This is an optimization exercise on Yosys and OpenROAD, whose aim is small area, not a production implementation. Function was checked by simulation only, so behaviour that the tests miss may differ from the original. Power figures rest on the tool's default switching activity, not on a simulated workload. No driver is modelled on the clock port, so clocking that relies on it looks cheaper here than on a real chip.

--- flow/flow/run.sh ---
#!/bin/bash
# The standard layout with two changes: every port is buffered by a buf_2
# instead of the resizer's default pick, and clock tree synthesis clusters
# about 26 flip-flops per clkbuf_16 leaf without dummy loads. Make's full
# output goes to flow.log here; ORFS keeps each step's log under orfs/logs.
set -euo pipefail
export BUFFER_PORTS_ARGS="-buffer_cell sky130_fd_sc_hd__buf_2"
export CTS_ARGS="-sink_clustering_enable -repair_clock_nets -buf_list sky130_fd_sc_hd__clkbuf_16 -sink_clustering_size 26 -sink_clustering_max_diameter 120 -dont_use_dummy_load"
bash standard.sh > flow.log 2>&1
--- flow/standard.sh ---
#!/bin/bash
# synth_recipe.tcl (not shown) runs the flow's synth.tcl, then flattens the netlist and writes it again
# the make line also repeats each setting of config.mk as NAME=value (left out here)
make -C /OpenROAD-flow-scripts/flow DESIGN_CONFIG=/design/flow/config.mk WORK_HOME=/design/flow/orfs CLKGATE_MAP_FILE= SYNTH_SCRIPT=/design/flow/synth_recipe.tcl "${@:-finish}"
--- flow/config.mk ---
export PLATFORM = sky130hd
export DESIGN_NAME = reg_file
export DESIGN_NICKNAME = reg_file
export VERILOG_FILES = /design/flow/design.v
export SDC_FILE = /design/flow/constraint.sdc
export NUM_CORES = 4
export LEC_CHECK = 0
export CAP_MARGIN = 20
export CORE_MARGIN = 2
export CORE_UTILIZATION = 60
export PLACE_DENSITY = 0.7
export SLEW_MARGIN = 20
export SYNTH_HIERARCHICAL = 1
export SYNTH_MINIMUM_KEEP_SIZE = 0
--- flow/constraint.sdc ---
create_clock -name core_clock -period 8.0 [get_ports {clk}]
set_input_delay 1.6000 -clock core_clock [delete_from_list [all_inputs] [get_ports {clk}]]
set_output_delay 1.6000 -clock core_clock [all_outputs]
set_load 0.01 [all_outputs]
--- flow/design.v ---
package reg_file_pkg;
  localparam int REG_DATA_W   = 32;
  localparam int REG_ADDR_W   = 5;
  localparam int REG_NUM      = 32;
  localparam int REG_NUM_LOG2 = 5;
  localparam logic [REG_DATA_W-1:0] ZERO_WORD    = '0;
  localparam logic [REG_ADDR_W-1:0] NOP_REG_ADDR = '0;
  localparam logic WRITE_ENABLE  = 1'b1;
  localparam logic WRITE_DISABLE = 1'b0;
  localparam logic READ_ENABLE   = 1'b1;
  localparam logic READ_DISABLE  = 1'b0;
endpackage
module reg_file_rd_port
#(
  parameter int DATA_W   = reg_file_pkg::REG_DATA_W,
  parameter int ADDR_W   = reg_file_pkg::REG_ADDR_W,
  parameter int NUM_REGS = reg_file_pkg::REG_NUM
) (
  input  logic                           rst,
  input  logic                           re,
  input  logic [ADDR_W-1:0]              raddr,
  input  logic                           we,
  input  logic [ADDR_W-1:0]              waddr,
  input  logic [DATA_W-1:0]              wdata,
  input  logic [NUM_REGS-1:1]            valid,
  input  logic [(NUM_REGS-1)*DATA_W-1:0] words,
  output logic [DATA_W-1:0]              rdata
);
  logic                act;
  logic                hit;
  logic                arr;
  logic [3:0]          pre_lo;
  logic [7:0]          pre_hi;
  logic [NUM_REGS-1:0] sel;
  assign act = !rst && (re == reg_file_pkg::READ_ENABLE);
  assign hit = (we == reg_file_pkg::WRITE_ENABLE) && (waddr == raddr);
  assign sel[0] = act && hit && (raddr != reg_file_pkg::NOP_REG_ADDR);
  assign arr = act && !hit;
  for (genvar k = 0; k < 4; k++) begin : g_pre_lo
    assign pre_lo[k] = arr && (raddr[1:0] == 2'(k));
  end
  for (genvar j = 0; j < 8; j++) begin : g_pre_hi
    assign pre_hi[j] = (raddr[4:2] == 3'(j));
  end
  for (genvar i = 1; i < NUM_REGS; i++) begin : g_sel
    rf_and3 u_sel (.a(pre_lo[i%4]), .b(pre_hi[i/4]), .c(valid[i]), .y(sel[i]));
  end
  for (genvar b = 0; b < DATA_W; b++) begin : g_bit
    logic [NUM_REGS-1:0] cand;
    logic [9:0]          part_n;
    logic [3:0]          grp;
    assign cand[0] = wdata[b];
    for (genvar i = 1; i < NUM_REGS; i++) begin : g_cand
      assign cand[i] = words[(i-1)*DATA_W + b];
    end
    for (genvar g = 0; g < 10; g++) begin : g_aoi
      rf_aoi222 u_aoi (
        .a0 (cand[3*g]),   .b0 (sel[3*g]),
        .a1 (cand[3*g+1]), .b1 (sel[3*g+1]),
        .a2 (cand[3*g+2]), .b2 (sel[3*g+2]),
        .y  (part_n[g])
      );
    end
    rf_nand4 u_nand_0 (.a(part_n[0]), .b(part_n[1]), .c(part_n[2]), .d(part_n[3]), .y(grp[0]));
    rf_nand4 u_nand_1 (.a(part_n[4]), .b(part_n[5]), .c(part_n[6]), .d(part_n[7]), .y(grp[1]));
    rf_nand2 u_nand_2 (.a(part_n[8]), .b(part_n[9]),                               .y(grp[2]));
    rf_ao22  u_ao     (.a0(cand[30]), .b0(sel[30]), .a1(cand[31]), .b1(sel[31]),    .y(grp[3]));
    rf_or4   u_or     (.a(grp[0]),    .b(grp[1]),    .c(grp[2]),    .d(grp[3]),     .y(rdata[b]));
  end
endmodule
module rf_ao22 (
  input  logic a0, b0, a1, b1,
  output logic y
);
  assign y = (a0 && b0) || (a1 && b1);
endmodule
module rf_nand4 (
  input  logic a, b, c, d,
  output logic y
);
  assign y = !(a && b && c && d);
endmodule
module rf_nand2 (
  input  logic a, b,
  output logic y
);
  assign y = !(a && b);
endmodule
module rf_or4 (
  input  logic a, b, c, d,
  output logic y
);
  assign y = a || b || c || d;
endmodule
module rf_aoi222 (
  input  logic a0, b0, a1, b1, a2, b2,
  output logic y
);
  assign y = !((a0 && b0) || (a1 && b1) || (a2 && b2));
endmodule
module rf_and3 (
  input  logic a, b, c,
  output logic y
);
  assign y = a && b && c;
endmodule
module rf_and2 (
  input  logic a, b,
  output logic y
);
  assign y = a && b;
endmodule
module rf_o21a (
  input  logic a1, a2, b1,
  output logic y
);
  assign y = (a1 || a2) && b1;
endmodule
module reg_file
#(
  parameter int DATA_W   = reg_file_pkg::REG_DATA_W,
  parameter int ADDR_W   = reg_file_pkg::REG_ADDR_W,
  parameter int NUM_REGS = reg_file_pkg::REG_NUM
) (
  input  logic              clk,
  input  logic              rst,
  input  logic              we,
  input  logic [ADDR_W-1:0] waddr,
  input  logic [DATA_W-1:0] wdata,
  input  logic              re1,
  input  logic [ADDR_W-1:0] raddr1,
  output logic [DATA_W-1:0] rdata1,
  input  logic              re2,
  input  logic [ADDR_W-1:0] raddr2,
  output logic [DATA_W-1:0] rdata2
);
  logic [(NUM_REGS-1)*DATA_W-1:0] words_q;
  logic [NUM_REGS-1:1]            valid_q;
  logic [NUM_REGS-1:1]            wen;
  logic [3:0]                     we_lo;
  logic [7:0]                     we_hi;
  for (genvar k = 0; k < 4; k++) begin : g_we_lo
    assign we_lo[k] = (we == reg_file_pkg::WRITE_ENABLE) && (waddr[1:0] == 2'(k));
  end
  for (genvar j = 0; j < 8; j++) begin : g_we_hi
    assign we_hi[j] = (waddr[4:2] == 3'(j));
  end
  for (genvar i = 1; i < NUM_REGS; i++) begin : g_wen
    rf_and2 u_wen (.a(we_lo[i%4]), .b(we_hi[i/4]), .y(wen[i]));
  end
  always_ff @(posedge clk) begin
    for (int i = 1; i < NUM_REGS; i++) begin
      if (wen[i]) begin
        words_q[(i-1)*DATA_W +: DATA_W] <= wdata;
      end
    end
  end
  logic rst_n;
  logic [NUM_REGS-1:1] valid_d;
  assign rst_n = !rst;
  for (genvar i = 1; i < NUM_REGS; i++) begin : g_valid
    rf_o21a u_valid (.a1(valid_q[i]), .a2(wen[i]), .b1(rst_n), .y(valid_d[i]));
  end
  always_ff @(posedge clk) begin
    valid_q <= valid_d;
  end
  reg_file_rd_port #(.DATA_W(DATA_W), .ADDR_W(ADDR_W), .NUM_REGS(NUM_REGS)) u_rd_port1 (
    .rst    (rst),
    .re     (re1),
    .raddr  (raddr1),
    .we     (we),
    .waddr  (waddr),
    .wdata  (wdata),
    .valid  (valid_q),
    .words  (words_q),
    .rdata  (rdata1)
  );
  reg_file_rd_port #(.DATA_W(DATA_W), .ADDR_W(ADDR_W), .NUM_REGS(NUM_REGS)) u_rd_port2 (
    .rst    (rst),
    .re     (re2),
    .raddr  (raddr2),
    .we     (we),
    .waddr  (waddr),
    .wdata  (wdata),
    .valid  (valid_q),
    .words  (words_q),
    .rdata  (rdata2)
  );
endmodule
==> summary.txt, run 1 <==
Clock tree
  • # resized after CTS: 0
  • CTS tree: done
  • CTS HTree Levels: 2
  • CTS Root Cell: clkbuf_16
  • Setup bufs post-CTS: 0
  • Clk Latency, worst-skew pair: 0.64 ns
  • CTS clk-pin slew, worst paths: 0.10 ns
  • Clock Sinks: 1,023
  • Clk buf depth: 3
  • Hold buffer count at CTS: 0
  • Total CTS buffers: 45

Die
  • Die width: 263 um
  • Die area: 69,300 um2
  • Rows: 95
  • Core Box Area: 66,800 um2
  • Starting Density: 60.3%
  • Ports: 116
  • Die Height: 263 um

Worst setup path
  • RR Startpoint: valid_q[4]$_DFF_P_
  • Max stage delay on crit path: 0.76 ns
  • CP arrival: 5.49 ns
  • CP cell instances: buf_2 > xor2_2 > nor4_4 > a2111oi_1 > buf_4 > and3_1 > buf_4 > a222oi_1 > nand4_1 > or4_1 > buf_2
  • WP depth: 11
  • Critical-path top delay cell: or4_1
  • WS Path Type: input pin to output port
  • Worst r2r path cells: 1
  • R2R Path End: valid_q[4]$_DFF_P_
  • Largest delay share family, worst path: simple AND/OR/NAND/NOR gates
  • WP buf/inv: 4
  • Critical Path RT: 6.40 ns
  • Startpoint types: input pin
  • Critical path fanouts, max: 14
  • R2R setup slack: 7.37 ns
  • CP endpoint kind: output port

Placement
  • Placed instance count: 3,245
  • Detailed Place HPWL: 76,500 um
  • RePlAce Congestion: 0.914
  • Port bufs: 115
  • Post-DP Area: 42,600 um2

Power
  • Leakage: 0.0144 uW
  • Pwr dens: 199 nW/um2
  • Worst VDD drop: 0.000226 V
  • Overall power: 8710 uW

Global route
  • Largest net degree at the start of global routing: 34
  • Overflow left after global routing: 0
  • Vias in the first global route: 28,400
  • Antenna violations before repair: 20
  • GRT Util Overall: 39.0%
  • Global-route wire length before repair: 194,000 um

Route
  • Routed vias: 29,600
  • Post-route DRC: 0
  • WL final: 140,000 um
  • WL/cell: 42.5 um
  • Routed Antenna Nets: 0
  • Pre-Repair DR Iteration Count: 13
  • Initial drt markers: 8,543
  • Vias per inst: 8.98

Yosys
  • Post-Syn Area per Cell: 18.5 um2
  • Yosys reg bits: 1,023
  • Post-synth cell types: 26
  • Synth warn: 7
  • Cells after Synth: 2,176
  • Syn nets: 2,228
  • Mapped cell area: 40,300 um2
  • Register area share after synthesis: 75.5%

STA
  • Final setup vio count: 0
  • Clock skew: 0 ns
  • Period utilisation layout: 88.6%
  • Relative slew margins: 16.5%
  • Hold Vio Cnt, Final: 0
  • Actual slew at the worst max-slew pin: 1.25 ns
  • Final Max Tran Viols: 0
  • Setup TNS: 0 ns
  • Final worst path period need: 7.09 ns
  • FMAX: 0.141 GHz
  • RSZ-0062 raised after global routing: false

Layout
  • Ratio of cells with drive above 1 in the final layout: 12.5%
  • Synth-to-Final Area Change: 8.70%
  • Most common cell after layout, fill and taps aside: edfxtp_1
  • Fill cell count: 4,612
  • Post-layout util: 65.6%
  • Design Area, Final: 43,800 um2
  • Final #Nets: 2,471
  • Non-Filler Instances: 3,295
  • Commonest non-fill, non-tap cells in the layout: edfxtp_1, a222oi_1, nand4_1

Run
  • Max_cap viols: 0

Min path
  • Hold WC Path Type: register to register
  • HP Start: valid_q[28]$_DFF_P_
  • WHS Endpoint: valid_q[28]$_DFF_P_
  • Hold Crit Depth: 1

Status
  • Status: complete, no violations
-- Yosys cell counts --
library cell  count  area [um2]
a2111oi_1         8        80.1
a222oi_1        640        6410
a22o_1           64         561
a31oi_1           2        12.5
and2_1           31         194
and2_4            2        17.5
and3_1           65         407
and3_2            3        22.5
and3b_1           2        17.5
and3b_2           7        70.1
buf_6             6        67.6
dfxtp_1          31         621
edfxtp_1        992       29800
inv_1             5        18.8
nand2_1          66         248
nand2b_1          2        12.5
nand4_1         128         801
nor2_1            2        7.51
nor3_1            3        15.0
nor3b_1          10        75.1
nor4_4            2        42.5
o21a_1           31         233
or4_1            64         480
xnor2_1           2        17.5
xor2_1            6        52.6
xor2_2            2        32.5
-- modules after synthesis (local to each module, per instance), excerpt --
module     copies in the design  area, um2
rf_o21a                      31       7.51
reg_file                      1      30500
rf_or4                       64       7.51
rf_and2                      31       6.26
rf_nand2                     64       3.75
rf_and3                      62       6.26
rf_ao22                      64       8.76
rf_nand4                    128       6.26
rf_aoi222                   640       10.0
-- through the flow --
stage | hold slack (ns) | setup WS [ns]
final | 0.477 | 0.914
after global routing | 0.494 | 1.03
after CTS | 0.473 | 1.19
after detailed placement | 0.449 | 1.19
after global placement | 0.445 | 1.31
after floorplan | 0.435 | 2.47
-- area by class of cell --
type	instances	area (um2)	area share [%]
Tap cell	873	1090	2.49
Multi-Input combinational cell	1142	9910	22.6
Sequential cell	1023	30400	69.4
Antenna cell	5	12.5	0.0286
Clock buffer	45	1130	2.57
Inverter	5	18.8	0.0428
Timing Repair Buffer	202	1240	2.83
-- how the worst max path moves through the flow --
stage	from	to
floorplan	raddr1[4]	rdata1[0]
CTS	raddr1[4]	rdata1[20]
global route	raddr1[4]	rdata1[15]
finish	raddr1[4]	rdata1[15]
detailed placement	raddr1[4]	rdata1[20]
global placement	raddr1[4]	rdata1[24]
-- layer usage --
metal	vias to the layer above	track usage (%)	wire [um]
met2	3126	60.0	63200
met3	510	10.5	24600
li1	11300	-	-
met1	14700	52.7	45600
met5	-	0	66
met4	12	17.7	6720
-- power breakdown --
part	internal, uW	switching (uW)
clock	1010	1540
combinational	28.2	160
sequential	5930	31.4
-- flip-flops by register name (all words and copies together) (netlist names) --
signal   flops
valid_q     31
words_q    992
-- cells by family (layout without fill, tap and decap cells) --
| logic type | Yosys count | in the layout | share of synthesized area, % |
|---|---|---|---|
| DFF | 1023 | 1023 | 75.5 |
| AOI/OAI and AO/OA | 745 | 745 | 18.1 |
| and+or+nand+nor | 387 | 387 | 5.98 |
| xor gates and xnor gates | 10 | 10 | 0.255 |
| other | 0 | 5 | 0 |
| buffers and inverters | 11 | 252 | 0.214 |
==> inputs of run 2 (changes only) <==
==> flow/run.sh (new file) <==
#!/bin/bash
# synth_recipe.tcl (not shown) runs the flow's synth.tcl, then flattens the netlist and writes it again
# the make line also repeats each setting of config.mk as NAME=value (left out here)
make -C /OpenROAD-flow-scripts/flow DESIGN_CONFIG=/design/flow/config.mk WORK_HOME=/design/flow/orfs CLKGATE_MAP_FILE= SYNTH_SCRIPT=/design/flow/synth_recipe.tcl finish
--- a/flow/config.mk
+++ b/flow/config.mk
@@ -9,4 +9,7 @@
 export CORE_MARGIN = 2
 export CORE_UTILIZATION = 60
+export CTS_BUF_LIST = sky130_fd_sc_hd__clkbuf_16
+export CTS_CLUSTER_DIAMETER = 80
+export CTS_CLUSTER_SIZE = 25
 export PLACE_DENSITY = 0.7
 export SLEW_MARGIN = 20
removed: flow/flow/run.sh
removed: flow/standard.sh
==> run 2 against run 1 <==
Net effect: routed wire length grew 1.3%; combinational power is 14% higher; synthesized cell count did not move; largest power group unchanged.
==> summary.txt, run 2 <==
Yosys
  • Leading post-synthesis cells by cell area: edfxtp_1, a222oi_1, nand4_1, dfxtp_1, a22o_1
  • Synth warn: 7
  • Syn nets: 2,228
  • Post-synth cell types: 26
  • Mapped cell area: 40,300 um2
  • Post-Syn Area per Cell: 18.5 um2
  • Multiplexer share of the synthesized area: 0%
  • Compound-Gate Fraction of Synth Area: 18.1%
  • Top-count cell post-synth: edfxtp_1
  • Synth Area in Adders: 0%
  • Share of the synthesized area in the top cell type: 73.9%
  • Yosys top cell by area: edfxtp_1
  • Ys async rst share: 0%
  • Top_reg_cell synth: edfxtp_1
  • Simple-gate share of the synthesized area: 5.98%
  • Register area share after synthesis: 75.5%
  • Xor and xnor area share after synthesis: 0.255%
  • Largest family of logic cells by synthesized area: compound AO/OA/AOI/OAI gates
  • Post-synth EDFFs: 992
  • Yosys reg bits: 1,023
  • Cells after Synth: 2,176
  • Most frequent cells after synthesis: edfxtp_1, a222oi_1, nand4_1

Worst setup path
  • Most numerous cell on the critical path: clkdlybuf4s50_1
  • CP Launch Point: raddr1[4]
  • RR Startpoint: valid_q[6]$_DFF_P_
  • Critical Path RT: 6.40 ns
  • CP arrival: 5.90 ns
  • Critical-path top delay cell: or4_1
  • Startpoint types: input pin
  • Max stage delay on crit path: 0.72 ns
  • CP cell instances: clkdlybuf4s50_1 > xor2_2 > nor4_4 > a2111oi_1 > buf_4 > and3_1 > buf_12 > a222oi_1 > nand4_1 > or4_1 > clkdlybuf4s50_1
  • Critical path fanouts, max: 32
  • CP endpoint kind: output port
  • WS Path Type: input pin to output port

Clock tree
  • CTS clk-pin slew, worst paths: 0.09 ns
  • Total CTS buffers: 48
  • Clock Sinks: 1,023
  • CTS tree: done
  • CTS Root Cell: clkbuf_16
  • Hold buffer count at CTS: 0
  • CTS HTree Levels: 2
  • Clk buf depth: 3
  • Clk Latency, worst-skew pair: 0.63 ns
  • # resized after CTS: 0
  • Setup bufs post-CTS: 0

Placement
  • Detailed Place HPWL: 79,500 um
  • RePlAce Congestion: 0.910
  • Place WS: 0.643 ns
  • Port bufs: 115

STA
  • Clock skew: 0 ns
  • Period utilisation layout: 93.8%
  • RSZ-0062 raised after global routing: false
  • Final worst path period need: 7.50 ns
  • Relative slew margins: 21.9%
  • Final setup vio count: 0
  • Final Max Tran Viols: 0
  • Actual slew at the worst max-slew pin: 1.17 ns
  • FMAX: 0.133 GHz
  • Worst setup margin: 0.497 ns
  • Setup TNS: 0 ns
  • Hold Vio Cnt, Final: 0

Route
  • Vias per inst: 8.85
  • Post-route DRC: 0
  • WL final: 142,000 um
  • Pre-Repair DR Iteration Count: 15
  • Initial drt markers: 9,084
  • Routed vias: 29,800
  • WL/cell: 42.2 um
  • Routed Antenna Nets: 0

Global route
  • Vias in the first global route: 28,500
  • GRT met3 Usage: 12.1%
  • GR Util met2: 59.9%
  • Met1 Use GR: 54.3%
  • Global-route wire length before repair: 197,000 um
  • GRT Util Overall: 39.6%
  • Antenna violations before repair: 18
  • Largest net degree at the start of global routing: 34
  • Most Used Layer, Global Route: met2
  • Overflow left after global routing: 0

Power
  • Combinational Power Share: 2.4%
  • Switching share of power: 20.4%
  • Sequential power share: 66.5%
  • Switch Pwr: 1830 uW
  • Clock power frac: 31.1%
  • P_int: 7140 uW
  • Leakage: 0.0148 uW
  • Worst VDD drop: 0.000218 V
  • Pwr dens: 198 nW/um2

Layout
  • Max reg flops: 992
  • Biggest regs: words_q: 992 flops, valid_q: 31 flops
  • Most common cell after layout, fill and taps aside: edfxtp_1
  • Synth-to-Final Area Change: 12.4%
  • Commonest non-fill, non-tap cells in the layout: edfxtp_1, a222oi_1, nand4_1
  • Final #Nets: 2,516
  • Ratio of cells with drive above 1 in the final layout: 9.70%
  • Largest Register: words_q
  • Fill cell count: 4,461

Die
  • Core Box Area: 66,800 um2
  • Ports: 116
  • Die area: 69,300 um2
  • Die Height: 263 um
  • Starting Density: 60.3%
  • Die width: 263 um
  • Rows: 95

Min path
  • HP Start: valid_q[19]$_DFF_P_
  • Hold WC Path Type: register to register

Status
  • Status: complete, no violations

Run
  • Max_cap viols: 0
## run 2: cell counts after synthesis
Identical to the previous run, type by type.
## run 2: power groups by stage
stage,registers (uW),logic [uW],clock network (uW)
finish,5960,215,2790
global route,5970,221,2960
CTS,5960,207,2780
detailed placement,6090,207,0
global placement,6080,198,0
floorplan,6080,47.8,0
## run 2: modules after synthesis, one instance, submodules excluded, excerpt
module	area [um2]	flops+latches
rf_aoi222	10.0	0
rf_or4	7.51	0
reg_file	30500	1023
rf_o21a	7.51	0
rf_ao22	8.76	0
rf_and2	6.26	0
rf_nand4	6.26	0
rf_nand2	3.75	0
rf_and3	6.26	0
## run 2: kinds of logic (layout without fill, tap and decap cells)
family / Yosys count / after routing
buf+inv: 11 / 320
xor+xnor: 10 / 10
simple gates: 387 / 387
other cells: 0 / 4
flops: 1023 / 1023
compound gates: 745 / 745
## run 2: path summary, 6_finish.rpt
path                              end  depth (start not counted)  slack, ns
setup / recovery           rdata1[17]                         11       0.50
hold / removal    valid_q[19]$_DFF_P_                          1       0.48
setup reg to reg   valid_q[6]$_DFF_P_                          1       7.38
hold reg to reg   valid_q[19]$_DFF_P_                          1       0.48
## run 2: layout make-up
| type | count | area [um2] | share of cell area [%] |
|---|---|---|---|
| Clock buffer | 49 | 1230 | 2.71 |
| Timing Repair Buffer | 244 | 2520 | 5.57 |
| Inverter | 5 | 18.8 | 0.0414 |
| Antenna cell | 4 | 10.0 | 0.0221 |
| Multi-Input combinational cell | 1142 | 9850 | 21.7 |
| Sequential cell | 1023 | 30400 | 67.1 |
| Tap cell | 873 | 1090 | 2.41 |
| Clock inverter | 22 | 164 | 0.362 |
## run 2: worst max-delay path: cells and delay by family
family / cells / cell delay [ns]
xor gates and xnor gates: 1 / 0.27
and+or+nand+nor: 4 / 1.64
AOI/OAI and AO/OA: 2 / 0.78
buffers and inverters: 4 / 1.59
## run 2: layer usage
layer	part of all wire (%)	wire (um)	vias to the layer above
met5	0.035	50	-
li1	-	-	11400
met4	4.1	5840	8
met2	45	63300	3196
met3	18	25300	470
met1	33	47400	14700
## run 2: per-stage QoR
| step | hold WS [ns] | area [um2] | power [uW] | instances | utilization [%] |
|---|---|---|---|---|---|
| after floorplan | 0.435 | 40300 | 6120 | 2176 | - |
| after global placement | 0.445 | 43900 | 6280 | 3287 | 65.7 |
| after detailed placement | 0.454 | 43900 | 6290 | 3287 | 65.8 |
| after CTS | 0.475 | 45300 | 8940 | 3358 | 67.8 |
| after global routing | 0.498 | 45300 | 9150 | 3358 | 67.8 |
| final | 0.479 | 45300 | 8970 | 3362 | 67.8 |
==> inputs of run 3 (changes only) <==
--- a/flow/design.v
+++ b/flow/design.v
@@ -33,4 +33,5 @@
   logic [7:0]          pre_hi;
   logic [NUM_REGS-1:0] sel;
+  logic [NUM_REGS-1:0] sel_hi;
   assign act = !rst && (re == reg_file_pkg::READ_ENABLE);
   assign hit = (we == reg_file_pkg::WRITE_ENABLE) && (waddr == raddr);
@@ -43,11 +44,15 @@
     assign pre_hi[j] = (raddr[4:2] == 3'(j));
   end
+  assign sel_hi[0] = sel[0];
   for (genvar i = 1; i < NUM_REGS; i++) begin : g_sel
-    rf_and3 u_sel (.a(pre_lo[i%4]), .b(pre_hi[i/4]), .c(valid[i]), .y(sel[i]));
+    rf_and3 u_sel_lo (.a(pre_lo[i%4]), .b(pre_hi[i/4]), .c(valid[i]), .y(sel[i]));
+    rf_and3 u_sel_hi (.a(pre_lo[i%4]), .b(pre_hi[i/4]), .c(valid[i]), .y(sel_hi[i]));
   end
   for (genvar b = 0; b < DATA_W; b++) begin : g_bit
     logic [NUM_REGS-1:0] cand;
+    logic [NUM_REGS-1:0] s;
     logic [9:0]          part_n;
     logic [3:0]          grp;
+    assign s = (b < DATA_W/2) ? sel : sel_hi;
     assign cand[0] = wdata[b];
     for (genvar i = 1; i < NUM_REGS; i++) begin : g_cand
@@ -56,7 +61,7 @@
     for (genvar g = 0; g < 10; g++) begin : g_aoi
       rf_aoi222 u_aoi (
-        .a0 (cand[3*g]),   .b0 (sel[3*g]),
-        .a1 (cand[3*g+1]), .b1 (sel[3*g+1]),
-        .a2 (cand[3*g+2]), .b2 (sel[3*g+2]),
+        .a0 (cand[3*g]),   .b0 (s[3*g]),
+        .a1 (cand[3*g+1]), .b1 (s[3*g+1]),
+        .a2 (cand[3*g+2]), .b2 (s[3*g+2]),
         .y  (part_n[g])
       );
@@ -65,5 +70,5 @@
     rf_nand4 u_nand_1 (.a(part_n[4]), .b(part_n[5]), .c(part_n[6]), .d(part_n[7]), .y(grp[1]));
     rf_nand2 u_nand_2 (.a(part_n[8]), .b(part_n[9]),                               .y(grp[2]));
-    rf_ao22  u_ao     (.a0(cand[30]), .b0(sel[30]), .a1(cand[31]), .b1(sel[31]),    .y(grp[3]));
+    rf_ao22  u_ao     (.a0(cand[30]), .b0(s[30]), .a1(cand[31]), .b1(s[31]),    .y(grp[3]));
     rf_or4   u_or     (.a(grp[0]),    .b(grp[1]),    .c(grp[2]),    .d(grp[3]),     .y(rdata[b]));
   end
==> flow/flow/run.sh (new file) <==
#!/bin/bash
# The standard layout with two changes: every port is buffered by a buf_2
# instead of the resizer's default pick, and clock tree synthesis clusters
# about 26 flip-flops per clkbuf_16 leaf without dummy loads. Make's full
# output goes to flow.log here; ORFS keeps each step's log under orfs/logs.
set -euo pipefail
export BUFFER_PORTS_ARGS="-buffer_cell sky130_fd_sc_hd__buf_2"
export CTS_ARGS="-sink_clustering_enable -repair_clock_nets -buf_list sky130_fd_sc_hd__clkbuf_16 -sink_clustering_size 26 -sink_clustering_max_diameter 120 -dont_use_dummy_load"
bash standard.sh > flow.log 2>&1
==> flow/standard.sh (new file) <==
#!/bin/bash
# synth_recipe.tcl (not shown) runs the flow's synth.tcl, then flattens the netlist and writes it again
# the make line also repeats each setting of config.mk as NAME=value (left out here)
make -C /OpenROAD-flow-scripts/flow DESIGN_CONFIG=/design/flow/config.mk WORK_HOME=/design/flow/orfs CLKGATE_MAP_FILE= SYNTH_SCRIPT=/design/flow/synth_recipe.tcl "${@:-finish}"
--- a/flow/config.mk
+++ b/flow/config.mk
@@ -9,7 +9,4 @@
 export CORE_MARGIN = 2
 export CORE_UTILIZATION = 60
-export CTS_BUF_LIST = sky130_fd_sc_hd__clkbuf_16
-export CTS_CLUSTER_DIAMETER = 80
-export CTS_CLUSTER_SIZE = 25
 export PLACE_DENSITY = 0.7
 export SLEW_MARGIN = 20
removed: flow/run.sh
==> run 3 against run 2 <==
Net effect: critical path type unchanged; highest routed layer unchanged; via count is 2.1% lower; fmax is 11% higher; sequential share of layout area up 2.5 points; first-iteration DRC count shrank 10%; combinational power is 9% lower; largest power group unchanged; critical path depth decreased by 1; still clean on timing, DRC and antenna; register-to-register slack worse by 0.03 ns; clock-buffer cell count shrank 4; worst setup slack improved by 0.72 ns; final cell count decreased by 2.1%.
==> summary.txt, run 3 <==
Layout
  • Commonest non-fill, non-tap cells in the layout: edfxtp_1, a222oi_1, nand4_1
  • Largest Register: words_q
  • Post-layout util: 65.0%
  • Max reg flops: 992
  • Synth-to-Final Area Change: 7.33%
  • Most common cell after layout, fill and taps aside: edfxtp_1
  • Non-Filler Instances: 3,292
  • Final #Nets: 2,462
  • Biggest regs: words_q: 992 flops, valid_q: 31 flops
  • Ratio of cells with drive above 1 in the final layout: 9.68%

Yosys
  • Mapped cell area: 40,700 um2
  • Most frequent cells after synthesis: edfxtp_1, a222oi_1, nand4_1
  • Ys async rst share: 0%
  • Register area share after synthesis: 74.7%
  • Post-Syn Area per Cell: 18.2 um2
  • Syn nets: 2,290
  • Leading post-synthesis cells by cell area: edfxtp_1, a222oi_1, nand4_1, and3_1, dfxtp_1
  • Top_reg_cell synth: edfxtp_1
  • Post-synth cell types: 26
  • Share of the synthesized area in the top cell type: 73.2%
  • Cells after Synth: 2,238
  • Synth warn: 7
  • Post-synth EDFFs: 992
  • Yosys reg bits: 1,023
  • Top-count cell post-synth: edfxtp_1
  • Yosys top cell by area: edfxtp_1

Global route
  • GRT met3 Usage: 12.3%
  • GR Util met2: 57.3%
  • Antenna violations before repair: 13
  • Most Used Layer, Global Route: met2
  • Global-route wire length before repair: 189,000 um
  • Largest net degree at the start of global routing: 34
  • Overflow left after global routing: 0
  • Met1 Use GR: 51.5%
  • GRT Util Overall: 37.1%
  • Vias in the first global route: 27,700

STA
  • Relative slew margins: 20.7%
  • FMAX: 0.147 GHz
  • Clock skew: 0 ns
  • Final setup vio count: 0
  • Period utilisation layout: 84.7%
  • Final Max Tran Viols: 0
  • Actual slew at the worst max-slew pin: 1.19 ns
  • Final worst path period need: 6.78 ns
  • Setup TNS: 0 ns
  • Hold Vio Cnt, Final: 0
  • RSZ-0062 raised after global routing: false

Power
  • Combinational Power Share: 2.2%
  • Switch Pwr: 1740 uW
  • Worst VDD drop: 0.000174 V
  • Switching share of power: 20.0%
  • Pwr dens: 200 nW/um2
  • Clock power frac: 29.3%
  • P_int: 6970 uW
  • Overall power: 8720 uW
  • Leakage: 0.0144 uW
  • Sequential power share: 68.4%

Worst setup path
  • CP arrival: 5.18 ns
  • Critical Path RT: 6.40 ns
  • WS Path Type: input pin to output port
  • Startpoint types: input pin
  • Critical path fanouts, max: 16
  • CP endpoint kind: output port
  • R2R setup slack: 7.35 ns
  • Worst r2r path cells: 1

Clock tree
  • # resized after CTS: 0
  • Total CTS buffers: 45
  • CTS tree: done
  • CTS HTree Levels: 2
  • Clk Latency, worst-skew pair: 0.61 ns
  • Hold buffer count at CTS: 0
  • Setup bufs post-CTS: 0
  • CTS clk-pin slew, worst paths: 0.10 ns
  • CTS Root Cell: clkbuf_16
  • Clock Sinks: 1,023
  • Clk buf depth: 3

Die
  • Core Box Area: 67,200 um2
  • Die Height: 264 um
  • Starting Density: 60.6%
  • Ports: 116
  • Die area: 69,900 um2
  • Rows: 95
  • Die width: 264 um

Min path
  • Hold Crit Depth: 1
  • Hold WC Path Type: register to register

Placement
  • Port bufs: 115
  • Placed instance count: 3,235
  • RePlAce Congestion: 0.947
  • Detailed Place HPWL: 78,300 um

Route
  • Post-route DRC: 0
  • Initial drt markers: 8,174
  • Vias per inst: 8.85
  • Pre-Repair DR Iteration Count: 15
  • Routed vias: 29,100
  • WL/cell: 40.7 um
  • Routed Antenna Nets: 0
  • WL final: 134,000 um

Run
  • Max_cap viols: 0

Status
  • Status: complete, no violations
run 3: cell count changes in the layout (fill, tap and decap cells not counted), sizes merged:
| cell | before | now |
|---|---|---|
| clkdlybuf4s50 | 108 | 0 |
| and3 | 68 | 130 |
| inv | 22 | 5 |
| diode | 4 | 11 |
| buf | 136 | 131 |
| clkbuf | 49 | 45 |
| clkinv | 4 | 0 |
| bufinv | 1 | 0 |
run 3: logic make-up after synthesis:
| kind of cell | Yosys count | synth area share [%] |
|---|---|---|
| AO/OA/AOI/OAI | 745 | 17.9 |
| XOR/XNOR | 10 | 0.252 |
| buffers and inverters | 11 | 0.212 |
| flip-flops | 1023 | 74.7 |
| AND/OR/NAND/NOR | 449 | 6.88 |
run 3: cell type report:
type | instances | area, um2
clock buffers | 45 | 1130
repair buffers | 131 | 708
diodes | 11 | 27.5
fillers | 4564 | 23500
flip-flops and latches | 1023 | 30400
inverters | 5 | 18.8
well taps | 873 | 1090
multi-input cells | 1204 | 10300
run 3: path summary, 6_finish.rpt:
check,startpoint,to
max reg2reg,valid_q[12]$_DFF_P_,valid_q[12]$_DFF_P_
min,valid_q[25]$_DFF_P_,valid_q[25]$_DFF_P_
min reg2reg,valid_q[25]$_DFF_P_,valid_q[25]$_DFF_P_
max,raddr1[4],rdata1[11]
run 3: Yosys stat by module (local to each module, per instance), a selection:
| module | times used | area (um2) |
|---|---|---|
| rf_and2 | 31 | 6.26 |
| reg_file | 1 | 30500 |
| rf_or4 | 64 | 7.51 |
| rf_nand4 | 128 | 6.26 |
| rf_o21a | 31 | 7.51 |
| rf_ao22 | 64 | 8.76 |
| rf_and3 | 124 | 6.26 |
| rf_nand2 | 64 | 3.75 |
| rf_aoi222 | 640 | 10.0 |
run 3: critical path, stage by stage:
cell	delay, ns
buf_2	0.17
xor2_2	0.20
nor4_4	0.49
a2111oi_2	0.14
buf_4	0.24
and3_1	0.56
a222oi_1	0.47
nand4_1	0.41
or4_1	0.70
buf_2	0.18
run 3: per-layer routing:
| layer | vias to the layer above | wire length [um] |
|---|---|---|
| met5 | - | 11 |
| met4 | 2 | 3980 |
| met3 | 305 | 22600 |
| met2 | 2835 | 60800 |
| met1 | 14600 | 46400 |
| li1 | 11400 | - |
run 3: stage by stage:
step | cell area [um2] | hold WS [ns] | worst slack [ns]
2_1_floorplan | 40700 | 0.465 | 2.41
3_3_place_gp | 42500 | 0.492 | 1.50
3_5_place_dp | 42500 | 0.497 | 1.38
4_1_cts | 43600 | 0.520 | 1.37
5_1_grt | 43600 | 0.540 | 1.15
6_report | 43700 | 0.526 | 1.22
run 3: power by group through the flow:
stage | clock (uW) | sequential [uW] | combinational, uW
4_1_cts | 2570 | 5960 | 186
5_1_grt | 2740 | 5970 | 204
2_1_floorplan | 0 | 6080 | 50.5
6_report | 2560 | 5970 | 196
3_3_place_gp | 0 | 6080 | 175
3_5_place_dp | 0 | 6090 | 186
==> inputs of run 4 (changes only) <==
==> flow/flow/run.sh (replaced) <==
#!/bin/bash
# The standard layout with two changes: every port is buffered by a buf_2
# instead of the resizer's default pick, and clock tree synthesis clusters
# about 30 flip-flops per clkbuf_16 leaf without dummy loads. Make's full
# output goes to flow.log here; ORFS keeps each step's log under orfs/logs.
set -euo pipefail
export BUFFER_PORTS_ARGS="-buffer_cell sky130_fd_sc_hd__buf_2"
export CTS_ARGS="-sink_clustering_enable -repair_clock_nets -buf_list sky130_fd_sc_hd__clkbuf_16 -sink_clustering_size 30 -sink_clustering_max_diameter 120 -dont_use_dummy_load"
bash standard.sh > flow.log 2>&1
==> run 4 against run 3 <==
Net effect: critical endpoint unchanged; register-to-register slack worse by 0.02 ns; die area unchanged; fmax down 0.21%; combinational power about the same; final cell count down 0.21%; highest routed layer unchanged; hold slack better by 0.0051 ns; sequential power about the same.
==> summary.txt, run 4 <==
Worst setup path
  • Critical Path RT: 6.40 ns
  • Startpoint types: input pin
  • CP arrival: 5.19 ns
  • CP endpoint kind: output port
  • R2R setup slack: 7.33 ns
  • Critical path fanouts, max: 16
  • WS Path Type: input pin to output port

Placement
  • RePlAce Congestion: 0.947
  • Detailed Place HPWL: 78,300 um
  • Place WS: 1.38 ns
  • Port bufs: 115
  • Post-DP Area: 42,500 um2

STA
  • Final Max Tran Viols: 0
  • Hold slack: 0.531 ns
  • Setup TNS: 0 ns
  • Clock skew: 0 ns
  • RSZ-0062 raised after global routing: false
  • Final setup vio count: 0
  • Period utilisation layout: 84.9%
  • FMAX: 0.147 GHz
  • Final worst path period need: 6.79 ns
  • Worst setup margin: 1.21 ns
  • Actual slew at the worst max-slew pin: 1.15 ns
  • Hold Vio Cnt, Final: 0
  • Relative slew margins: 23.1%

Power
  • Leakage: 0.0144 uW
  • Switch Pwr: 1720 uW
  • Pwr dens: 197 nW/um2
  • Worst VDD drop: 0.000173 V
  • P_int: 6870 uW
  • Combinational Power Share: 2.3%
  • Sequential power share: 69.4%
  • Switching share of power: 20.1%
  • Overall power: 8600 uW
  • Clock power frac: 28.3%

Global route
  • Overflow left after global routing: 0
  • Vias in the first global route: 27,600
  • Met1 Use GR: 51.8%
  • GRT Util Overall: 37.1%
  • Largest net degree at the start of global routing: 34
  • Global-route wire length before repair: 188,000 um
  • GR Util met2: 57.1%
  • GRT met3 Usage: 11.6%
  • Most Used Layer, Global Route: met2
  • Antenna violations before repair: 12

Clock tree
  • Clk Latency, worst-skew pair: 0.60 ns
  • CTS tree: done
  • CTS Root Cell: clkbuf_16
  • CTS clk-pin slew, worst paths: 0.11 ns
  • Total CTS buffers: 40
  • Hold buffer count at CTS: 0
  • Clk buf depth: 3
  • # resized after CTS: 0
  • Setup bufs post-CTS: 0
  • Clock Sinks: 1,023
  • CTS HTree Levels: 2

Run
  • Max_cap viols: 0

Route
  • Routed vias: 29,100
  • WL final: 134,000 um
  • Vias per inst: 8.86
  • Post-route DRC: 0
  • WL/cell: 40.7 um
  • Initial drt markers: 8,371
  • Routed Antenna Nets: 0
  • Pre-Repair DR Iteration Count: 17

Die
  • Die area: 69,900 um2
  • Core Box Area: 67,200 um2
  • Die width: 264 um
  • Rows: 95
  • Die Height: 264 um
  • Ports: 116
  • Starting Density: 60.6%

Layout
  • Commonest non-fill, non-tap cells in the layout: edfxtp_1, a222oi_1, nand4_1
  • Largest Register: words_q
  • Synth-to-Final Area Change: 7.08%
  • Max reg flops: 992
  • Fill cell count: 4,554
  • Design Area, Final: 43,600 um2
  • Biggest regs: words_q: 992 flops, valid_q: 31 flops
  • Ratio of cells with drive above 1 in the final layout: 9.53%
  • Most common cell after layout, fill and taps aside: edfxtp_1
  • Final #Nets: 2,458

Yosys
  • Share of the synthesized area in the top cell type: 73.2%
  • Syn nets: 2,290
  • Yosys reg bits: 1,023
  • Post-synth EDFFs: 992
  • Register area share after synthesis: 74.7%
  • Leading post-synthesis cells by cell area: edfxtp_1, a222oi_1, nand4_1, and3_1, dfxtp_1
  • Top_reg_cell synth: edfxtp_1
  • Cells after Synth: 2,238
  • Most frequent cells after synthesis: edfxtp_1, a222oi_1, nand4_1
  • Top-count cell post-synth: edfxtp_1
  • Post-synth cell types: 26
  • Mapped cell area: 40,700 um2
  • Synth warn: 7
  • Yosys top cell by area: edfxtp_1
  • Ys async rst share: 0%
  • Post-Syn Area per Cell: 18.2 um2

Min path
  • Hold WC Path Type: register to register

Status
  • Status: complete, no violations
-- run 4: per-module statistics from Yosys, one instance, submodules excluded, a selection --
| module | area (um2) | cells inside | flip-flops and latches |
|---|---|---|---|
| reg_file | 30500 | 1036 | 1023 |
| rf_and2 | 6.26 | 1 | 0 |
| rf_and3 | 6.26 | 1 | 0 |
| rf_ao22 | 8.76 | 1 | 0 |
| rf_aoi222 | 10.0 | 1 | 0 |
| rf_nand2 | 3.75 | 1 | 0 |
| rf_nand4 | 6.26 | 1 | 0 |
| rf_o21a | 7.51 | 1 | 0 |
| rf_or4 | 7.51 | 1 | 0 |
-- run 4: metal layers --
metal	vias up	share of wire, %
met4	2	3.0
met3	308	17
met5	-	0.0097
met1	14600	35
met2	2825	46
li1	11400	-
-- run 4: worst paths after layout --
kind	end	startpoint	cells past startpoint
max	rdata1[11]	raddr1[4]	10
min	valid_q[27]$_DFF_P_	valid_q[27]$_DFF_P_	1
max reg2reg	valid_q[21]$_DFF_P_	valid_q[21]$_DFF_P_	1
min reg2reg	valid_q[27]$_DFF_P_	valid_q[27]$_DFF_P_	1
-- run 4: per-stage QoR --
| stage | cells | util (%) |
|---|---|---|
| global route | 3279 | 64.9 |
| finish | 3285 | 64.9 |
| CTS | 3275 | 64.7 |
| floorplan | 2238 | - |
| detailed placement | 3235 | 63.3 |
| global placement | 3235 | 63.3 |
-- run 4: area by class of cell --
type | count | area [um2] | share of cell area (%)
antenna | 8 | 20.0 | 0.0459
timing repair buffer | 132 | 736 | 1.69
inverter | 5 | 18.8 | 0.0431
multi-input combinational | 1204 | 10300 | 23.6
clock buffer | 40 | 1000 | 2.30
tap | 873 | 1090 | 2.51
sequential | 1023 | 30400 | 69.8
-- run 4: power by group through the flow --
stage | Sequential, uW | Combinational [uW] | Clock, uW
final | 5970 | 196 | 2430
after global routing | 5970 | 205 | 2590
after CTS | 5960 | 186 | 2440
after detailed placement | 6090 | 186 | 0
after global placement | 6080 | 175 | 0
after floorplan | 6080 | 50.5 | 0
-- run 4: logic make-up after synthesis --
group | share of synthesized area (%)
compound gates | 17.9
xor+xnor | 0.252
buf+inv | 0.212
flops | 74.7
simple gates | 6.88
-- run 4: critical path, stage by stage --
cell       delay [ns]
buf_2            0.17
xor2_2           0.20
nor4_4           0.49
a2111oi_2        0.16
buf_4            0.24
and3_1           0.50
a222oi_1         0.51
nand4_1          0.42
or4_1            0.71
buf_2            0.18
==> inputs of run 5 (changes only) <==
--- a/flow/design.v
+++ b/flow/design.v
@@ -38,9 +38,23 @@
   assign sel[0] = act && hit && (raddr != reg_file_pkg::NOP_REG_ADDR);
   assign arr = act && !hit;
+  logic [ADDR_W-1:0] raddr_n;
+  for (genvar a = 0; a < ADDR_W; a++) begin : g_raddr_n
+    rf_inv u_inv (.a(raddr[a]), .y(raddr_n[a]));
+  end
   for (genvar k = 0; k < 4; k++) begin : g_pre_lo
-    assign pre_lo[k] = arr && (raddr[1:0] == 2'(k));
+    rf_and3 u_pre (
+      .a (arr),
+      .b (k[0] ? raddr[0] : raddr_n[0]),
+      .c (k[1] ? raddr[1] : raddr_n[1]),
+      .y (pre_lo[k])
+    );
   end
   for (genvar j = 0; j < 8; j++) begin : g_pre_hi
-    assign pre_hi[j] = (raddr[4:2] == 3'(j));
+    rf_and3 u_pre (
+      .a (j[0] ? raddr[2] : raddr_n[2]),
+      .b (j[1] ? raddr[3] : raddr_n[3]),
+      .c (j[2] ? raddr[4] : raddr_n[4]),
+      .y (pre_hi[j])
+    );
   end
   assign sel_hi[0] = sel[0];
@@ -122,4 +136,10 @@
   assign y = (a1 || a2) && b1;
 endmodule
+module rf_inv (
+  input  logic a,
+  output logic y
+);
+  assign y = !a;
+endmodule
 module reg_file
 #(
==> flow/flow/run.sh (replaced) <==
#!/bin/bash
# The standard layout with three changes: every input port is buffered by a
# buf_2 and every output port by a buf_1 instead of the resizer's default
# pick, and clock tree synthesis clusters about 30 flip-flops per clkbuf_16
# leaf without dummy loads. Make's full output goes to flow.log here; ORFS
# keeps each step's log under orfs/logs.
set -euo pipefail
export BUFFER_PORTS_ARGS="-buffer_cell sky130_fd_sc_hd__buf_2"
export POST_GLOBAL_PLACE_TCL="$PWD/flow/out_bufs.tcl"
export CTS_ARGS="-sink_clustering_enable -repair_clock_nets -buf_list sky130_fd_sc_hd__clkbuf_16 -sink_clustering_size 30 -sink_clustering_max_diameter 120 -dont_use_dummy_load"
bash standard.sh > flow.log 2>&1
==> flow/flow/out_bufs.tcl (new file) <==
# Sourced after global placement: the buffers that port buffering put on the
# output ports only drive the port's fixed load, so each becomes a buf_1.
foreach inst [[ord::get_db_block] getInsts] {
  if { [[$inst getMaster] getName] ne "sky130_fd_sc_hd__buf_2" } {
    continue
  }
  set net [[$inst findITerm X] getNet]
  if { $net ne "NULL" && [llength [$net getBTerms]] > 0 } {
    replace_cell [$inst getName] sky130_fd_sc_hd__buf_1
  }
}
log_cmd estimate_parasitics -placement
==> run 5 against run 4 <==
Net effect: final cell count about the same; hold slack lost 0.0065 ns; core utilization decreased by 0.31 points; global-route usage increased by 0.059 points; sequential share of layout area rose by 0.46 points; synthesized cell count barely moved; via count rose by 0.21%; final area fell by 0.65%.
==> summary.txt, run 5 <==
Status
  • Status: complete, no violations

Worst setup path
  • Worst r2r path cells: 1
  • R2R Path End: valid_q[12]$_DFF_P_
  • Startpoint types: input pin
  • RR Startpoint: valid_q[12]$_DFF_P_
  • Critical Path RT: 6.40 ns
  • Critical path fanouts, max: 16
  • CP Launch Point: waddr[3]
  • CP cell instances: buf_2 > xnor2_1 > nand4_1 > o21a_1 > and3_1 > and3_1 > a222oi_1 > nand4_1 > or4_1 > buf_1
  • Max stage delay on crit path: 0.76 ns
  • R2R setup slack: 7.33 ns
  • Critical-path top delay cell: or4_1
  • CP arrival: 5.29 ns
  • WS Path Type: input pin to output port
  • CP endpoint kind: output port

Clock tree
  • Hold buffer count at CTS: 0
  • Setup bufs post-CTS: 0
  • CTS Root Cell: clkbuf_16
  • Clk buf depth: 3
  • Clk Latency, worst-skew pair: 0.62 ns
  • Total CTS buffers: 40
  • CTS tree: done
  • CTS clk-pin slew, worst paths: 0.11 ns
  • # resized after CTS: 0
  • CTS HTree Levels: 2
  • Clock Sinks: 1,023

Route
  • Vias per inst: 8.89
  • WL/cell: 40.9 um
  • Initial drt markers: 8,545
  • Pre-Repair DR Iteration Count: 15
  • Post-route DRC: 0
  • WL final: 134,000 um
  • Routed vias: 29,200
  • Routed Antenna Nets: 0

Yosys
  • Mapped cell area: 40,600 um2
  • Yosys top cell by area: edfxtp_1
  • Yosys reg bits: 1,023
  • Post-Syn Area per Cell: 18.1 um2
  • Top_reg_cell synth: edfxtp_1
  • Top-count cell post-synth: edfxtp_1
  • Ys async rst share: 0%
  • Syn nets: 2,292
  • Leading post-synthesis cells by cell area: edfxtp_1, a222oi_1, and3_1, nand4_1, dfxtp_1
  • Post-synth cell types: 19
  • Share of the synthesized area in the top cell type: 73.4%
  • Most frequent cells after synthesis: edfxtp_1, a222oi_1, and3_1
  • Post-synth EDFFs: 992
  • Synth warn: 7
  • Register area share after synthesis: 75.0%
  • Cells after Synth: 2,240

Layout
  • Commonest non-fill, non-tap cells in the layout: edfxtp_1, a222oi_1, and3_1
  • Max reg flops: 992
  • Largest Register: words_q
  • Final #Nets: 2,454
  • Post-layout util: 64.6%
  • Design Area, Final: 43,300 um2
  • Biggest regs: words_q: 992 flops, valid_q: 31 flops
  • Most common cell after layout, fill and taps aside: edfxtp_1
  • Ratio of cells with drive above 1 in the final layout: 5.63%
  • Synth-to-Final Area Change: 6.72%

STA
  • Actual slew at the worst max-slew pin: 1.21 ns
  • Hold Vio Cnt, Final: 0
  • Setup TNS: 0 ns
  • FMAX: 0.145 GHz
  • Final setup vio count: 0
  • Relative slew margins: 19.3%
  • Period utilisation layout: 86.1%
  • Worst setup margin: 1.11 ns
  • Final Max Tran Viols: 0
  • Clock skew: 0 ns
  • RSZ-0062 raised after global routing: false
  • Final worst path period need: 6.89 ns

Global route
  • GRT Util Overall: 37.1%
  • Global-route wire length before repair: 188,000 um
  • Antenna violations before repair: 18
  • Vias in the first global route: 27,600
  • Overflow left after global routing: 0
  • Largest net degree at the start of global routing: 34

Die
  • Die Height: 264 um
  • Die width: 264 um
  • Core Box Area: 67,000 um2
  • Ports: 116
  • Starting Density: 60.5%
  • Rows: 95
  • Die area: 69,700 um2

Power
  • Leakage: 0.0141 uW
  • Worst VDD drop: 0.000144 V
  • Pwr dens: 198 nW/um2

Min path
  • HP Start: valid_q[26]$_DFF_P_
  • Hold Crit Depth: 1
  • WHS Endpoint: valid_q[26]$_DFF_P_
  • Hold WC Path Type: register to register

Run
  • Max_cap viols: 0

Placement
  • Post-DP Area: 42,200 um2
  • Port bufs: 115
  • Place WS: 1.42 ns
  • Detailed Place HPWL: 78,600 um
==> run 5: area by class of cell <==
type,instances,area (um2)
Sequential cell,1023,30400
Fill cell,4650,23800
Multi-Input combinational cell,1206,10200
Tap cell,873,1090
Clock buffer,40,1000
Timing Repair Buffer,120,546
Inverter,11,41.3
Antenna cell,9,22.5
==> run 5: cell families after synthesis <==
kind of cell / share of synthesized area (%)
buf+inv: 0.102
flops: 75.0
simple gates: 6.89
xor+xnor: 0.216
compound gates: 17.8
==> run 5: layer usage <==
layer  vias up  GRT usage [%]  share of wire (%)
li1      11300              -                  -
met1     14300           51.6                 33
met2      3068           56.2                 44
met3       417           13.2                 19
met4         6           10.1                3.6
met5         -              0              0.025
==> run 5: worst max-delay path by stage <==
stage                     slack [ns]  cells after the start          to
after floorplan                 2.36                      6   rdata1[0]
after global placement          1.49                     10  rdata2[15]
after detailed placement        1.42                     10  rdata1[15]
after CTS                       1.41                     10  rdata1[15]
after global routing            1.12                     10  rdata1[15]
final                           1.11                     10  rdata2[13]
==> run 5: worst max-delay path: cells and delay by family <==
family / cells / cell delay [ns]
AO/OA/AOI/OAI: 2 / 0.80
XOR/XNOR: 1 / 0.14
buffers and inverters: 2 / 0.39
AND/OR/NAND/NOR: 5 / 2.34
==> run 5: Yosys stat by module, one instance, submodules excluded, excerpt <==
module | area (um2) | flops+latches
reg_file | 30500 | 1023
rf_and3 | 6.26 | 0
rf_ao22 | 8.76 | 0
rf_and2 | 6.26 | 0
rf_nand4 | 6.26 | 0
rf_inv | 3.75 | 0
rf_nand2 | 3.75 | 0
rf_aoi222 | 10.0 | 0
rf_o21a | 7.51 | 0
rf_or4 | 7.51 | 0
==> run 5: power by group <==
part,internal (uW),leakage [uW],total (uW),switching [uW]
clock,908,0.000493,2430,1520
combinational,25.3,0.00440,187,162
sequential,5930,0.00919,5970,33.3
==> run 5: metrics by stage <==
stage                     power [uW]  std cells  hold slack [ns]
after floorplan                 6120       2240            0.465
after global placement          6250       3232            0.490
after detailed placement        6260       3233            0.495
after CTS                       8570       3273            0.522
after global routing            8760       3275            0.560
final                           8580       3282            0.525
==> inputs of run 6 (changes only) <==
==> flow/flow/run.sh (replaced) <==
#!/bin/bash
# The standard layout with three changes: every input port is buffered by a
# buf_2 and every output port by a buf_1 instead of the resizer's default
# pick, and clock tree synthesis clusters about 31 flip-flops per clkbuf_16
# leaf without dummy loads. Make's full output goes to flow.log here; ORFS
# keeps each step's log under orfs/logs.
set -euo pipefail
export BUFFER_PORTS_ARGS="-buffer_cell sky130_fd_sc_hd__buf_2"
export POST_GLOBAL_PLACE_TCL="$PWD/flow/out_bufs.tcl"
export CTS_ARGS="-sink_clustering_enable -repair_clock_nets -buf_list sky130_fd_sc_hd__clkbuf_16 -sink_clustering_size 31 -sink_clustering_max_diameter 120 -dont_use_dummy_load"
bash standard.sh > flow.log 2>&1
--- a/flow/config.mk
+++ b/flow/config.mk
@@ -8,6 +8,6 @@
 export CAP_MARGIN = 20
 export CORE_MARGIN = 2
-export CORE_UTILIZATION = 60
-export PLACE_DENSITY = 0.7
+export CORE_UTILIZATION = 72
+export PLACE_DENSITY = 0.8
 export SLEW_MARGIN = 20
 export SYNTH_HIERARCHICAL = 1
==> run 6 against run 5 <==
Net effect: flip-flop and latch count unchanged; critical endpoint is now rdata2[4]; first-iteration DRC count increased by 9.0%; global-route usage increased by 7.3 points; core utilization increased by 13 points; critical path depth unchanged; clock power decreased by 3%; die area decreased by 16%; combinational power about the same; via count increased by 2.9%; register-to-register slack got worse by 0.03 ns.
==> summary.txt, run 6 <==
Status
  • Status: complete, no violations

STA
  • Setup TNS: 0 ns
  • RSZ-0062 raised after global routing: false
  • FMAX: 0.143 GHz
  • Period utilisation layout: 87.3%
  • Relative slew margins: 16.8%
  • Actual slew at the worst max-slew pin: 1.25 ns
  • Hold Vio Cnt, Final: 0
  • Final setup vio count: 0
  • Clock skew: 0 ns
  • Final worst path period need: 6.98 ns
  • Worst setup margin: 1.02 ns
  • Final Max Tran Viols: 0

Power
  • P_int: 6820 uW
  • Leakage: 0.0141 uW
  • Clock power frac: 27.7%
  • Worst VDD drop: 0.000202 V
  • Pwr dens: 198 nW/um2
  • Switch Pwr: 1690 uW
  • Switching share of power: 19.9%
  • Combinational Power Share: 2.2%
  • Sequential power share: 70.1%

Die
  • Ports: 116
  • Rows: 86
  • Starting Density: 73.2%
  • Core Box Area: 55,400 um2
  • Die area: 58,200 um2
  • Die Height: 241 um
  • Die width: 241 um

Clock tree
  • Clk Latency, worst-skew pair: 0.61 ns
  • CTS HTree Levels: 2
  • CTS clk-pin slew, worst paths: 0.12 ns
  • Setup bufs post-CTS: 0
  • CTS tree: done
  • Total CTS buffers: 38
  • Clk buf depth: 3
  • Hold buffer count at CTS: 0
  • # resized after CTS: 0
  • Clock Sinks: 1,023
  • CTS Root Cell: clkbuf_16

Global route
  • GRT Util Overall: 44.4%
  • Largest net degree at the start of global routing: 34
  • Global-route wire length before repair: 185,000 um
  • GR Util met2: 65.6%
  • Overflow left after global routing: 0
  • Vias in the first global route: 28,200
  • GRT met3 Usage: 19.6%
  • Met1 Use GR: 59.7%
  • Most Used Layer, Global Route: met2
  • Antenna violations before repair: 12

Yosys
  • Mapped cell area: 40,600 um2
  • Cells after Synth: 2,240
  • Compound-Gate Fraction of Synth Area: 17.8%
  • Syn nets: 2,292
  • Yosys top cell by area: edfxtp_1
  • Xor and xnor area share after synthesis: 0.216%
  • Top_reg_cell synth: edfxtp_1
  • Largest family of logic cells by synthesized area: compound AO/OA/AOI/OAI gates
  • Most frequent cells after synthesis: edfxtp_1, a222oi_1, and3_1
  • Simple-gate share of the synthesized area: 6.89%
  • Multiplexer share of the synthesized area: 0%
  • Share of the synthesized area in the top cell type: 73.4%
  • Post-synth EDFFs: 992
  • Synth Area in Adders: 0%
  • Ys async rst share: 0%
  • Post-Syn Area per Cell: 18.1 um2
  • Yosys reg bits: 1,023
  • Top-count cell post-synth: edfxtp_1
  • Leading post-synthesis cells by cell area: edfxtp_1, a222oi_1, and3_1, nand4_1, dfxtp_1
  • Register area share after synthesis: 75.0%
  • Synth warn: 7
  • Post-synth cell types: 19

Worst setup path
  • R2R setup slack: 7.30 ns
  • WS Path Type: input pin to output port
  • CP cell instances: buf_2 > xnor2_1 > nand4_1 > o21a_1 > and3_1 > and3_1 > a222oi_1 > nand4_1 > or4_1 > buf_1
  • Max stage delay on crit path: 0.77 ns
  • Critical path fanouts, max: 16
  • CP arrival: 5.38 ns
  • WP buf/inv: 2
  • CP endpoint kind: output port
  • R2R Path End: valid_q[13]$_DFF_P_
  • Largest delay share family, worst path: simple AND/OR/NAND/NOR gates
  • Worst r2r path cells: 1
  • Critical-path top delay cell: or4_1
  • Startpoint types: input pin
  • RR Startpoint: valid_q[13]$_DFF_P_
  • Critical Path RT: 6.40 ns

Run
  • Max_cap viols: 0

Layout
  • Ratio of cells with drive above 1 in the final layout: 5.47%
  • Fill cell count: 3,100
  • Max reg flops: 992
  • Non-Filler Instances: 3,152
  • Final #Nets: 2,451
  • Design Area, Final: 43,100 um2
  • Most common cell after layout, fill and taps aside: edfxtp_1
  • Largest Register: words_q
  • Biggest regs: words_q: 992 flops, valid_q: 31 flops
  • Commonest non-fill, non-tap cells in the layout: edfxtp_1, a222oi_1, and3_1
  • Synth-to-Final Area Change: 6.15%

Min path
  • Hold Crit Depth: 1
  • HP Start: valid_q[20]$_DFF_P_
  • WHS Endpoint: valid_q[20]$_DFF_P_
  • Hold WC Path Type: register to register

Placement
  • Post-DP Area: 42,100 um2
  • Port bufs: 115
  • Detailed Place HPWL: 76,800 um
  • Place WS: 1.38 ns
  • Placed instance count: 3,107

Route
  • Routed Antenna Nets: 0
  • Pre-Repair DR Iteration Count: 17
  • Routed vias: 30,000
  • WL/cell: 41.7 um
  • Initial drt markers: 9,311
  • Vias per inst: 9.53
  • WL final: 132,000 um
  • Post-route DRC: 0
run 6: cell counts after synthesis:
Identical to the previous run, type by type.
run 6: layout make-up:
cell class	instances	area, um2	share of cell area [%]
clock buffers	38	951	2.21
flip-flops and latches	1023	30400	70.6
multi-input cells	1206	10200	23.6
well taps	748	936	2.17
repair buffers	119	526	1.22
diodes	7	17.5	0.0407
inverters	11	41.3	0.0959
run 6: cells by family after synthesis:
group | count (synthesis)
AOI/OAI and AO/OA | 739
xor gates and xnor gates | 10
buffers and inverters | 11
DFF | 1023
and+or+nand+nor | 457
run 6: power by group through the flow:
stage	combinational (uW)	sequential, uW	clock [uW]
after CTS	173	5970	2340
after global routing	192	5970	2500
after detailed placement	173	6090	0
final	187	5970	2360
after global placement	163	6080	0
after floorplan	41.7	6080	0
run 6: how the worst max path moves through the flow:
stage	from	to	cells past startpoint
6_report	waddr[2]	rdata2[4]	10
5_1_grt	waddr[2]	rdata2[24]	10
4_1_cts	waddr[2]	rdata1[27]	10
3_5_place_dp	waddr[2]	rdata1[27]	10
3_3_place_gp	waddr[2]	rdata2[27]	10
2_1_floorplan	waddr[2]	rdata1[0]	6
run 6: stage by stage:
step	power, uW	utilization, %	hold WS (ns)
3_3_place_gp	6240	76.1	0.491
4_1_cts	8480	77.6	0.526
6_report	8520	77.7	0.530
5_1_grt	8670	77.7	0.548
2_1_floorplan	6120	-	0.465
3_5_place_dp	6260	75.9	0.498
run 6: modules after synthesis, one instance, submodules excluded, excerpt:
module	times used	area (um2)	flip-flops and latches	cells
rf_nand4	128	6.26	0	1
reg_file	1	30500	1023	1036
rf_and3	148	6.26	0	1
rf_nand2	64	3.75	0	1
rf_aoi222	640	10.0	0	1
rf_or4	64	7.51	0	1
rf_ao22	64	8.76	0	1
rf_and2	31	6.26	0	1
rf_o21a	31	7.51	0	1
rf_inv	10	3.75	0	1
run 6: layer usage:
metal / vias up / share of wire (%)
met1: 14200 / 31
met5: - / 0.16
met4: 14 / 5.1
met3: 689 / 21
li1: 11300 / -
met2: 3758 / 43

==> separate check: timing with driven ports <==
The results above use ideal ports. As a check the final layouts listed here were re-extracted and re-timed, cells and wires unchanged.
Step 1 assumes that a clkbuf_16 drives the clock port and a buf_2 every other input.
Step 2 times the ports against the registers' clock, not the clock port: input delays grow and output delays shrink by t, the midpoint of the rising clock arrivals with the driver on.
a / b / c = no drivers / after step 1 / after step 2; a / b = the first two.
run	shift t [ns]	setup slack, ns	hold WS [ns]	clock arrival spread, ns	pins driven straight from the clock port
run 1	0.679	0.914 / 0.886 / 0.886	0.477 / 0.477 / 0.477	0.051 / 0.051	1
run 2	0.696	0.497 / 0.471 / 0.471	0.479 / 0.479 / 0.479	0.041 / 0.042	1
run 3	0.665	1.220 / 1.197 / 1.197	0.526 / 0.526 / 0.526	0.086 / 0.086	1
run 4	0.649	1.206 / 1.182 / 1.182	0.531 / 0.531 / 0.531	0.079 / 0.079	1
run 5	0.648	1.115 / 0.991 / 0.991	0.525 / 0.525 / 0.525	0.091 / 0.091	1
run 6	0.685	1.015 / 0.990 / 0.990	0.530 / 0.530 / 0.530	0.038 / 0.038	1
After both steps every run listed still meets setup and hold. For run 5, which loses most, drivers alone change the setup slack by -0.124 ns; drivers and shift together by -0.124 ns.
